From an optimization exercise on the open Yosys and OpenROAD flow, aimed at small area; shortcuts taken in it are not production practice.
The RTL was checked by simulation tests, not by an equivalence proof against the original design.
The clock port is modelled as an ideal driver; clocking choices that lean on that would not hold on a real chip.
No activity file was given, so power comes from the tool's default toggle rates.

Design random_burst_motion_scheduler, start of the top module:
module random_burst_motion_scheduler (
  input  logic              clk,
  input  logic              rst,
  input  logic              psel,
  input  logic              penable,
  input  logic              pwrite,
  input  logic [2:0]        paddr,
  input  logic [31:0]       pwdata,
  output logic [31:0]       prdata,
  output logic              pready,
  input  logic              in_valid,
  output logic              in_stall,
  input  logic [31:0]       now_ms,
  input  logic              report_ready,
  output logic              out_valid,
  input  logic              out_stall,
  output logic              send_move,
  output logic signed [4:0] delta_x,
  output logic signed [4:0] delta_y
);
Size: ~700 cells after synthesis, roughly 180 flip-flops, ~0.0066 mm2 of cells after synthesis.
Settings: LEC_CHECK=0, ABC_AREA=1, CAP_MARGIN=20, CORE_MARGIN=2, CORE_UTILIZATION=70, SLEW_MARGIN=20; clock period 8.0 ns.
standard.sh (not shown) runs the stock make flow with config.mk's settings and CLKGATE_MAP_FILE= SYNTH_SCRIPT=/design/flow/synth_recipe.tcl, a recipe that flattens the netlist after the stock synthesis.
==> flow/flow/run.sh <==
#!/bin/bash
# The standard ORFS layout, changed in two ways only: the port buffers use
# the smallest buffer cell, and the clock tree is built by flow/mct.tcl (a root
# clkbuf_8 on the clock port driving 12 clkbuf_8 leaves, each at the centroid
# of an equal share of the flip-flops) instead of TritonCTS's H-tree.
set -uo pipefail
here=$(pwd)
bash standard.sh \
  "BUFFER_PORTS_ARGS=-buffer_cell sky130_fd_sc_hd__buf_1" \
  "PRE_CTS_TCL=$here/flow/mct.tcl" \
  "CTS_ARGS=-clk_nets clk -dont_use_dummy_load" \
  finish > standard_sh.log 2>&1
status=$?
cp orfs/logs/*/random_burst_motion_scheduler/base/*.log . 2>/dev/null || true
exit $status
Other scripts of this flow, unchanged in this note and not shown: flow/flow/mct.tcl
Rerun with:
--- a/flow/design.v
+++ b/flow/design.v
@@ -26,24 +26,23 @@
   localparam logic [4:0] S_IDLE = 5'b00000, S_INIT = 5'b00001, S_P0   = 5'b00010,
                          S_ADD  = 5'b00011, S_FING = 5'b00100;
   localparam logic [4:0] S_LEN1 = 5'b01000, S_GP1D = 5'b01001, S_DX1  = 5'b01010,
                          S_DY1  = 5'b01011, S_RX1  = 5'b01100, S_RY1  = 5'b01101,
                          S_GP1Y = 5'b01110, S_GP1R = 5'b01111;
   localparam logic [4:0] S_GP1A = 5'b11001, S_DX1A = 5'b11010;
   localparam logic [4:0] S_LEN2 = 5'b10000, S_GAP2 = 5'b10001, S_DX2  = 5'b10010,
                          S_DY2  = 5'b10011, S_RX2  = 5'b10100, S_RY2  = 5'b10101;
   logic [4:0]  st;
   logic [4:0]  t;
   logic [31:0] L, N, CS;
-  logic [15:0] BLK;
-  logic [7:0]  OFF;
+  logic [15:0] BLK, OFF;
   logic [15:0] interval;
   logic [11:0] R;
   logic        rdy, ba, sat;
   assign ba = L[0];
   logic [4:1]  mc;
   logic        cD, gI, gB, gO, cW, cE;
   function automatic logic ge5(input logic [4:0] a, input logic [4:0] k);
     logic r;
     r = 1'b1;
     for (int i = 0; i < 5; i++) r = k[i] ? (a[i] & r) : (a[i] | r);
     ge5 = r;
@@ -101,27 +100,24 @@
     mc[3] <= !t31 & ((s2 & b3) | (s2 & mc[3]) | (b3 & mc[3]));
     mc[4] <= !t31 & ((s3 & b4) | (s3 & mc[4]) | (b4 & mc[4]));
   end
   logic t0, cDe, gIe, gBe, gOe, cWe, diff, blk_t, off_t;
   logic cD_n, gI_n, gB_n, gO_n, cW_n;
   assign t0    = (t == 5'd0);
   assign cDe   = t0 | cD;
   assign gIe   = t0 | gI;
   assign gBe   = t0 | gB;
   assign gOe   = t0 | gO;
   assign cWe   = !t0 & cW;
-  logic t_lt8, t_lt12;
-  assign t_lt8  = !t4 & !t[3];
-  assign t_lt12 = !t4 & !(t[3] & t[2]);
-  assign blk_t = t_lt12 & BLK[0];
-  assign off_t = t_lt8 ? OFF[0] : (t_lt12 & BLK[4]);
+  assign blk_t = !t4 & BLK[0];
+  assign off_t = !t4 & OFF[0];
   assign diff  = N[0] ^ !CS[0] ^ cDe;
   assign cD_n  = (N[0] & !CS[0]) | (N[0] & cDe) | (!CS[0] & cDe);
   assign gI_n  = (diff & !R[0])  | (diff & gIe) | (!R[0] & gIe);
   assign gB_n  = (diff & !blk_t) | (diff & gBe) | (!blk_t & gBe);
   assign gO_n  = (diff & !off_t) | (diff & gOe) | (!off_t & gOe);
   assign cW_n  = (CS[0] & off_t) | (CS[0] & cWe) | (off_t & cWe);
   always_ff @(posedge clk) begin
     cD <= cD_n;
     gI <= gI_n;
     gB <= gB_n;
     gO <= gO_n;
@@ -137,23 +133,23 @@
   assign cEe = (tl != 4'd0) & cE;
   always_comb begin
     ea = 1'b0;
     eb = 1'b0;
     if (!t4) begin
       if (duty) begin
         ea = !s_len1 & diff;
         eb = 16'd50 >> tl;
       end else if (c_any) begin
         ea = R[0] & !(sat_e & c_off);
         if (c_blk)      eb = (sat_e ? 16'd64535 : 16'd1000) >> tl;
-        else if (c_off) eb = off_t;
+        else if (c_off) eb = OFF[0];
         else if (c_m15) eb = (sat_e ? 16'd18 : 16'd17) >> tl;
         else            eb = (sat_e ? 16'd30 : 16'd1) >> tl;
       end
     end
   end
   assign sE = ea ^ eb ^ cEe;
   always_ff @(posedge clk) cE <= (ea & eb) | (ea & cEe) | (eb & cEe);
   logic        it_on, rb, odd;
   logic [1:0]  spn;            
   logic [12:0] K, Kred, sumR, Rx;
   assign Rx = {1'b0, R};
@@ -208,25 +204,24 @@
   end
   assign sat_e = t0 ? sat_n : sat;
   logic dx_sh, dy_sh, win5;
   assign win5  = (tl < 4'd5);
   assign dx_sh = win5 & !t4 & (s_p0 | c_dx);
   assign dy_sh = win5 & !t4 & (s_p0 | c_dy);
   always_ff @(posedge clk) begin
     L  <= {s_init ? rbms_pkg::LCG_SEED[t] : t31 ? (s_p0 ? ba_n : L[0]) :
            (pass2 | s_add) ? y : L[0], L[31:1]};
     CS <= {s_init ? 1'b0 : s_len1 ? N[0] : CS[0], CS[31:1]};
     N  <= ({32{acc}} & now_ms) | {pass1 ? y : (s_p0 | pass2) ? N[0] : 1'b0, N[31:1]};
-    BLK <= {(c_blk & t_lt12) ? sE : BLK[0], BLK[15:5],
-            ((duty | c_off) & !t_lt8 & t_lt12) ? sE : BLK[4], BLK[3:1]};
-    OFF <= {((duty | c_off) & t_lt8) ? sE : OFF[0], OFF[7:1]};
+    BLK <= {(c_blk & !t4) ? sE : BLK[0], BLK[15:1]};
+    OFF <= {((duty | c_off) & !t4) ? sE : OFF[0], OFF[15:1]};
     R <= sumR[12:1];
     if (t0) sat <= sat_n;
     if (acc) delta_x <= {1'b0, interval[15:12]};
     else if (dx_sh) delta_x <= {sE, delta_x[4:1]};
     if (dy_sh) delta_y <= {sE, delta_y[4:1]};
     if (acc) rdy <= report_ready;
   end
   logic bz;
   assign bz = (delta_x == 5'd0) && (Rn[4:0] == 5'd15);
   logic [4:0] t_inc;
   always_comb begin
The new run finished with timing, DRC and antenna clean.
Clock skew is lower by 3.1 ps.
Maximum frequency came out higher by 1.2%.
Synthesized area increases by 1.9%.
Register-to-register slack improves by 50 ps.
Combinational power fell by 13%.
Utilization went up by 0.66 points.
Die area increases by 1.8%.
Worst setup slack gets better by 80 ps.
Sequential share of layout area goes up by 1.3 points.
Power is higher by 3.4%.
Wire length is higher by 3.4%.
Global-route usage goes up by 0.37 points.


## the baseline
The RTL this note starts from:
==> flow/design.v <==
package rbms_pkg;
  localparam logic [15:0] INTERVAL_RESET = 16'd5000;
  localparam logic [31:0] LCG_SEED       = 32'd12345;
  localparam logic [31:0] LCG_KADD       = 32'hBFC0210D;
endpackage
module random_burst_motion_scheduler (
  input  logic              clk,
  input  logic              rst,
  input  logic              psel,
  input  logic              penable,
  input  logic              pwrite,
  input  logic [2:0]        paddr,
  input  logic [31:0]       pwdata,
  output logic [31:0]       prdata,
  output logic              pready,
  input  logic              in_valid,
  output logic              in_stall,
  input  logic [31:0]       now_ms,
  input  logic              report_ready,
  output logic              out_valid,
  input  logic              out_stall,
  output logic              send_move,
  output logic signed [4:0] delta_x,
  output logic signed [4:0] delta_y
);
  localparam logic [4:0] S_IDLE = 5'b00000, S_INIT = 5'b00001, S_P0   = 5'b00010,
                         S_ADD  = 5'b00011, S_FING = 5'b00100;
  localparam logic [4:0] S_LEN1 = 5'b01000, S_GP1D = 5'b01001, S_DX1  = 5'b01010,
                         S_DY1  = 5'b01011, S_RX1  = 5'b01100, S_RY1  = 5'b01101,
                         S_GP1Y = 5'b01110, S_GP1R = 5'b01111;
  localparam logic [4:0] S_LEN2 = 5'b10000, S_GAP2 = 5'b10001, S_DX2  = 5'b10010,
                         S_DY2  = 5'b10011, S_RX2  = 5'b10100, S_RY2  = 5'b10101;
  logic [4:0]  st;
  logic [4:0]  t;
  logic [31:0] L, N, CS;
  logic [15:0] BLK, OFF;
  logic [15:0] interval;
  logic [11:0] R;
  logic        rdy, ba, sat, elr;
  logic [4:1]  mc;
  logic        cD, gI, gB, gO, cW, cE;
  function automatic logic ge5(input logic [4:0] a, input logic [4:0] k);
    logic r;
    r = 1'b1;
    for (int i = 0; i < 5; i++) r = k[i] ? (a[i] & r) : (a[i] | r);
    ge5 = r;
  endfunction
  logic sp, pass1, pass2, s_idle, s_init, s_p0, s_add, s_fing, s_len1, duty;
  logic c_blk, c_off, c_dx, c_dy, c_m15, c_p1, c_any, t31, t4;
  logic [3:0] tl;
  assign t31    = (t == 5'd31);
  assign t4     = t[4];
  assign tl     = t[3:0];
  assign sp     = !st[4] & !st[3];
  assign pass1  = !st[4] & st[3];
  assign pass2  = st[4];
  assign s_idle = sp & (st[2:0] == 3'd0);
  assign s_init = sp & (st[2:0] == 3'd1);
  assign s_p0   = sp & (st[2:0] == 3'd2);
  assign s_add  = sp & (st[2:0] == 3'd3);
  assign s_fing = sp & st[2];
  assign s_len1 = pass1 & (st[2:0] == 3'd0);
  assign duty   = pass1 & !st[2] & !(st[1] & st[0]);
  assign c_blk  = s_add;
  assign c_off  = s_fing;
  assign c_dx   = pass1 & ((st[2:0] == 3'b011) | (st[2:0] == 3'b101));
  assign c_dy   = pass1 & st[2] & !(st[1:0] == 2'b01);
  assign c_m15  = pass1 & ((st[2:0] == 3'b011) | (st[2:0] == 3'b100) | (st[2:0] == 3'b110));
  assign c_p1   = pass1 & st[2] & st[0];
  assign c_any  = c_blk | c_off | c_dx | c_dy;
  logic apb_wr;
  assign apb_wr = psel && penable && pwrite && !paddr[2];
  assign pready = 1'b1;
  assign prdata = {16'b0, interval};
  logic acc;
  assign in_stall = !(s_idle && t31 && !out_valid && !apb_wr);
  assign acc      = in_valid && !in_stall && !rst;
  logic src0, b1, b2, b3, b4, y;
  logic s1, s2, s3, s4;
  logic m1, m2, m3, m4;
  assign src0 = pass2 ? N[0] : L[0];
  assign m1   = pass2 ? ge5(t, 5'd19) : ge5(t, 5'd6);
  assign m2   = ge5(t, 5'd15);
  assign m3   = pass2 ? ge5(t, 5'd2) : ge5(t, 5'd4);
  assign m4   = pass2 ? ge5(t, 5'd8) : ge5(t, 5'd22);
  assign b1   = s_add ? CS[0] : pass2 ? (m1 & N[13]) : (pass1 & m1 & L[26]);
  assign b2   = pass2 ? rbms_pkg::LCG_KADD[t] : (pass1 & m2 & L[17]);
  assign b3   = pass2 ? (m3 & ~N[30]) : (pass1 & m3 & ~L[28]);
  assign b4   = pass2 ? (m4 & ~N[24]) : (pass1 & m4 & ~L[10]);
  assign s1   = src0 ^ b1 ^ mc[1];
  assign s2   = s1 ^ b2 ^ mc[2];
  assign s3   = s2 ^ b3 ^ mc[3];
  assign s4   = s3 ^ b4 ^ mc[4];
  assign y    = s4;
  always_ff @(posedge clk) begin
    mc[1] <= !t31 & ((src0 & b1) | (src0 & mc[1]) | (b1 & mc[1]));
    mc[2] <= !t31 & ((s1 & b2) | (s1 & mc[2]) | (b2 & mc[2]));
    mc[3] <= !t31 & ((s2 & b3) | (s2 & mc[3]) | (b3 & mc[3]));
    mc[4] <= !t31 & ((s3 & b4) | (s3 & mc[4]) | (b4 & mc[4]));
  end
  logic t0, cDe, gIe, gBe, gOe, cWe, diff, blk_t, off_t;
  logic cD_n, gI_n, gB_n, gO_n, cW_n;
  assign t0    = (t == 5'd0);
  assign cDe   = t0 | cD;
  assign gIe   = t0 | gI;
  assign gBe   = t0 | gB;
  assign gOe   = t0 | gO;
  assign cWe   = !t0 & cW;
  assign blk_t = !t4 & BLK[0];
  assign off_t = !t4 & OFF[0];
  assign diff  = N[0] ^ !CS[0] ^ cDe;
  assign cD_n  = (N[0] & !CS[0]) | (N[0] & cDe) | (!CS[0] & cDe);
  assign gI_n  = (diff & !R[0])  | (diff & gIe) | (!R[0] & gIe);
  assign gB_n  = (diff & !blk_t) | (diff & gBe) | (!blk_t & gBe);
  assign gO_n  = (diff & !off_t) | (diff & gOe) | (!off_t & gOe);
  assign cW_n  = (CS[0] & off_t) | (CS[0] & cWe) | (off_t & cWe);
  always_ff @(posedge clk) begin
    cD <= cD_n;
    gI <= gI_n;
    gB <= gB_n;
    gO <= gO_n;
    cW <= cW_n;
  end
  logic el, wrap_now, ge_nm, mv, ba_n;
  assign el       = gI_n;
  assign wrap_now = !cD_n;
  assign ge_nm    = (cW_n & !wrap_now) | ((cW_n == wrap_now) & gO_n);
  assign mv       = el | (ba & ge_nm);
  assign ba_n     = el | (ba & !gB_n);
  logic ea, eb, cEe, sE;
  assign cEe = (tl != 4'd0) & cE;
  always_comb begin
    ea = 1'b0;
    eb = 1'b0;
    if (!t4) begin
      if (duty) begin
        ea = !elr & diff;
        eb = 16'd50 >> tl;
      end else if (c_any) begin
        ea = R[0] & !(sat_e & c_off);
        if (c_blk)      eb = (sat_e ? 16'd64535 : 16'd1000) >> tl;
        else if (c_off) eb = OFF[0];
        else if (c_m15) eb = (sat_e ? 16'd18 : 16'd17) >> tl;
        else            eb = (sat_e ? 16'd30 : 16'd1) >> tl;
      end
    end
  end
  assign sE = ea ^ eb ^ cEe;
  always_ff @(posedge clk) cE <= (ea & eb) | (ea & cEe) | (eb & cEe);
  logic        it_on, rb, odd;
  logic [1:0]  spn;            
  logic [12:0] K, Kred, sumR, Rx;
  assign Rx = {1'b0, R};
  always_comb begin
    if (st[2])                 spn = 2'd3;
    else if (st[1])            spn = 2'd2;
    else                       spn = {1'b0, st[0]};
  end
  assign it_on = pass2 & t4 & (tl != 4'd0);
  assign rb    = it_on & L[31];
  assign odd   = R[0] ^ (rb & (spn[1] ^ spn[0]));
  always_comb begin
    case ({spn, rb, odd})
      4'b0001: Kred = 13'd2001;
      4'b0010: Kred = 13'd752;
      4'b0011: Kred = 13'd2753;
      4'b0101: Kred = 13'd151;
      4'b0110: Kred = 13'd1;
      4'b0111: Kred = 13'd152;
      4'b1001: Kred = 13'd31;
      4'b1010: Kred = 13'd1;
      4'b1011: Kred = 13'd32;
      4'b1101: Kred = 13'd3;
      4'b1110: Kred = 13'd2;
      4'b1111: Kred = 13'd5;
      default: Kred = 13'd0;
    endcase
  end
  always_comb begin
    K = 13'd0;
    if (acc)        K = {interval[11:0], 1'b0};
    else if (s_p0)  K = {delta_x[0], 12'b0};
    else if (it_on) K = Kred;
  end
  always_comb begin
    logic c;
    c = 1'b0;
    for (int i = 0; i < 13; i++) begin
      sumR[i] = Rx[i] ^ K[i] ^ c;
      c = (Rx[i] & K[i]) | (Rx[i] & c) | (K[i] & c);
    end
  end
  logic [11:0] Rn;
  logic        sat_n;
  assign Rn = sumR[12:1];
  logic        sat_e;
  always_comb begin
    if (c_blk)      sat_n = (R >= 12'd2001);
    else if (c_off) sat_n = R[7] & R[4] & R[2] & R[1] & R[0];
    else if (c_p1)  sat_n = R[2] | (R[1] & R[0]);
    else            sat_n = &R[4:0];
  end
  assign sat_e = t0 ? sat_n : sat;
  logic dx_sh, dy_sh, win5;
  assign win5  = (tl < 4'd5);
  assign dx_sh = win5 & !t4 & (s_p0 | c_dx);
  assign dy_sh = win5 & !t4 & (s_p0 | c_dy);
  always_ff @(posedge clk) begin
    L  <= {s_init ? rbms_pkg::LCG_SEED[t] : (pass2 | s_add) ? y : L[0], L[31:1]};
    CS <= {s_init ? 1'b0 : s_len1 ? N[0] : CS[0], CS[31:1]};
    N  <= ({32{acc}} & now_ms) | {pass1 ? y : (s_p0 | pass2) ? N[0] : 1'b0, N[31:1]};
    BLK <= {(c_blk & !t4) ? sE : BLK[0], BLK[15:1]};
    OFF <= {((duty | c_off) & !t4) ? sE : OFF[0], OFF[15:1]};
    R <= sumR[12:1];
    if (t0) sat <= sat_n;
    if (acc) delta_x <= {1'b0, interval[15:12]};
    else if (dx_sh) delta_x <= {sE, delta_x[4:1]};
    if (dy_sh) delta_y <= {sE, delta_y[4:1]};
    if (acc) rdy <= report_ready;
  end
  logic bz;
  assign bz = (delta_x == 5'd0) && (Rn[4:0] == 5'd15);
  logic [4:0] t_inc;
  always_comb begin
    logic c;
    c = 1'b1;
    for (int i = 0; i < 5; i++) begin
      t_inc[i] = t[i] ^ c;
      c = t[i] & c;
    end
  end
  always_ff @(posedge clk) begin
    if (rst) begin
      st        <= S_INIT;
      t         <= 5'd0;
      interval  <= rbms_pkg::INTERVAL_RESET;
      ba        <= 1'b0;
      out_valid <= 1'b0;
    end else begin
      t <= t_inc;
      if (apb_wr) interval <= pwdata[15:0];
      if (out_valid && !out_stall) out_valid <= 1'b0;
      if (acc) st <= S_P0;
      else if (t31) begin
        if (pass1) begin
          st <= {2'b10, (st[2:1] == 2'b11) ? 3'b001 : st[2:0]};
        end else if (pass2) begin
          case (st[2:0])
            3'b000:  st <= S_ADD;
            3'b001:  st <= S_FING;
            3'b010:  st <= S_DY1;
            3'b011:  st <= bz ? S_RX1 : S_GP1Y;
            3'b100:  st <= S_RY1;
            default: st <= S_GP1R;
          endcase
        end else if (s_init) begin
          st <= S_IDLE;
        end else if (s_p0) begin
          ba        <= ba_n;
          elr       <= el;
          send_move <= mv & rdy;
          if (el)      st <= S_LEN1;
          else if (mv) st <= rdy ? S_DX1 : S_GP1D;
          else         st <= S_FING;
        end else if (s_add) begin
          st <= rdy ? S_DX1 : S_GP1D;
        end else if (s_fing) begin
          st        <= S_IDLE;
          out_valid <= 1'b1;
        end
      end
    end
  end
endmodule
export LEC_CHECK = 0
export ABC_AREA = 1
export CAP_MARGIN = 20
export CORE_MARGIN = 2
export CORE_UTILIZATION = 70
export SLEW_MARGIN = 20
create_clock -name core_clock -period 8.0 [get_ports {clk}]
==> flow/flow/run.sh <==
#!/bin/bash
# The standard ORFS layout, changed in two ways only: the port buffers use
# the smallest buffer cell, and CTS inserts no dummy loads.
set -uo pipefail
bash standard.sh \
  "BUFFER_PORTS_ARGS=-buffer_cell sky130_fd_sc_hd__buf_1" \
  "CTS_ARGS=-sink_clustering_enable -repair_clock_nets -dont_use_dummy_load -buf_list sky130_fd_sc_hd__clkbuf_8" \
  finish > standard_sh.log 2>&1
status=$?
cp orfs/logs/*/random_burst_motion_scheduler/base/*.log . 2>/dev/null || true
exit $status
--- input diff the baseline..the candidate ---
diff --git a/flow/design.v b/flow/design.v
--- a/flow/design.v
+++ b/flow/design.v
@@ -28,6 +28,7 @@
   localparam logic [4:0] S_LEN1 = 5'b01000, S_GP1D = 5'b01001, S_DX1  = 5'b01010,
                          S_DY1  = 5'b01011, S_RX1  = 5'b01100, S_RY1  = 5'b01101,
                          S_GP1Y = 5'b01110, S_GP1R = 5'b01111;
+  localparam logic [4:0] S_GP1A = 5'b11001, S_DX1A = 5'b11010;
   localparam logic [4:0] S_LEN2 = 5'b10000, S_GAP2 = 5'b10001, S_DX2  = 5'b10010,
                          S_DY2  = 5'b10011, S_RX2  = 5'b10100, S_RY2  = 5'b10101;
   logic [4:0]  st;
@@ -36,7 +37,8 @@
   logic [15:0] BLK, OFF;
   logic [15:0] interval;
   logic [11:0] R;
-  logic        rdy, ba, sat, elr;
+  logic        rdy, ba, sat;
+  assign ba = L[0];
   logic [4:1]  mc;
   logic        cD, gI, gB, gO, cW, cE;
   function automatic logic ge5(input logic [4:0] a, input logic [4:0] k);
@@ -52,15 +54,15 @@
   assign t4     = t[4];
   assign tl     = t[3:0];
   assign sp     = !st[4] & !st[3];
-  assign pass1  = !st[4] & st[3];
-  assign pass2  = st[4];
+  assign pass1  = st[3];
+  assign pass2  = st[4] & !st[3];
   assign s_idle = sp & (st[2:0] == 3'd0);
   assign s_init = sp & (st[2:0] == 3'd1);
   assign s_p0   = sp & (st[2:0] == 3'd2);
   assign s_add  = sp & (st[2:0] == 3'd3);
   assign s_fing = sp & st[2];
-  assign s_len1 = pass1 & (st[2:0] == 3'd0);
-  assign duty   = pass1 & !st[2] & !(st[1] & st[0]);
+  assign s_len1 = pass1 & !st[4] & (st[2:0] == 3'd0);
+  assign duty   = pass1 & !st[4] & !st[2] & !(st[1] & st[0]);
   assign c_blk  = s_add;
   assign c_off  = s_fing;
   assign c_dx   = pass1 & ((st[2:0] == 3'b011) | (st[2:0] == 3'b101));
@@ -134,7 +136,7 @@
     eb = 1'b0;
     if (!t4) begin
       if (duty) begin
-        ea = !elr & diff;
+        ea = !s_len1 & diff;
         eb = 16'd50 >> tl;
       end else if (c_any) begin
         ea = R[0] & !(sat_e & c_off);
@@ -206,7 +208,8 @@
   assign dx_sh = win5 & !t4 & (s_p0 | c_dx);
   assign dy_sh = win5 & !t4 & (s_p0 | c_dy);
   always_ff @(posedge clk) begin
-    L  <= {s_init ? rbms_pkg::LCG_SEED[t] : (pass2 | s_add) ? y : L[0], L[31:1]};
+    L  <= {s_init ? rbms_pkg::LCG_SEED[t] : t31 ? (s_p0 ? ba_n : L[0]) :
+           (pass2 | s_add) ? y : L[0], L[31:1]};
     CS <= {s_init ? 1'b0 : s_len1 ? N[0] : CS[0], CS[31:1]};
     N  <= ({32{acc}} & now_ms) | {pass1 ? y : (s_p0 | pass2) ? N[0] : 1'b0, N[31:1]};
     BLK <= {(c_blk & !t4) ? sE : BLK[0], BLK[15:1]};
@@ -234,7 +237,6 @@
       st        <= S_INIT;
       t         <= 5'd0;
       interval  <= rbms_pkg::INTERVAL_RESET;
-      ba        <= 1'b0;
       out_valid <= 1'b0;
     end else begin
       t <= t_inc;
@@ -256,14 +258,12 @@
         end else if (s_init) begin
           st <= S_IDLE;
         end else if (s_p0) begin
-          ba        <= ba_n;
-          elr       <= el;
           send_move <= mv & rdy;
           if (el)      st <= S_LEN1;
           else if (mv) st <= rdy ? S_DX1 : S_GP1D;
           else         st <= S_FING;
         end else if (s_add) begin
-          st <= rdy ? S_DX1 : S_GP1D;
+          st <= rdy ? S_DX1A : S_GP1A;
         end else if (s_fing) begin
           st        <= S_IDLE;
           out_valid <= 1'b1;
==> results.txt <==
The baseline and the candidate all finish clean. Per the comparison of the candidate with the baseline, design area saw little to no change; peak per-stage delay on the critical path saw a decrease; core utilization of the finished layout saw little to no change; cell count saw little to no change; total stage count of the critical path saw an increase. Looking only at final cycle utilization of the critical path, and setting everything else aside, the higher value of the baseline and the candidate goes to the baseline. Xor and xnor area share after synthesis across the baseline and the candidate: no real change. Maximum frequency was lower in the baseline than in the candidate. The candidate against the baseline: instance area at placement has remained practically unchanged; total power went down; synthesized cell count lost 6; clock period minus worst slack shrank by 0.19 ns. Re count of clock-buffer cells in the layout: no difference whatsoever between the baseline and the candidate.

## static timing again, ports no longer ideal
No port has a modelled driver above. Below, the same layouts with a new extraction and two added sets of constraints.
Step 1, drivers: a clkbuf_16 drives clk and a buf_2 each remaining input, both assumed.
Step 2, shift: input delay + t, output delay - t, t = (earliest + latest rising clock arrival at the registers) / 2. This alone moves slack from input paths to output paths.
Slacks: ideal / step 1 / step 2; pairs: ideal / step 1.
run | t, ns | setup slack, ns | hold WS [ns] | worst slew at a driven data input, ns
the first run of note 1 | 0.462 | 1.499 / 1.513 / 1.051 | 0.327 / 0.327 / 0.327 | 0.04
the second run of note 1 | 0.467 | 1.579 / 1.596 / 1.129 | 0.330 / 0.330 / 0.330 | 0.04
the baseline | 0.478 | 1.404 / 1.411 / 0.933 | 0.298 / 0.298 / 0.298 | 0.04
the candidate | 0.466 | 1.598 / 1.615 / 1.149 | 0.299 / 0.299 / 0.299 | 0.04
After both steps setup and hold are still met in every run listed. For the baseline, which loses most, drivers alone change the setup slack by +0.007 ns; drivers and shift together by -0.471 ns.
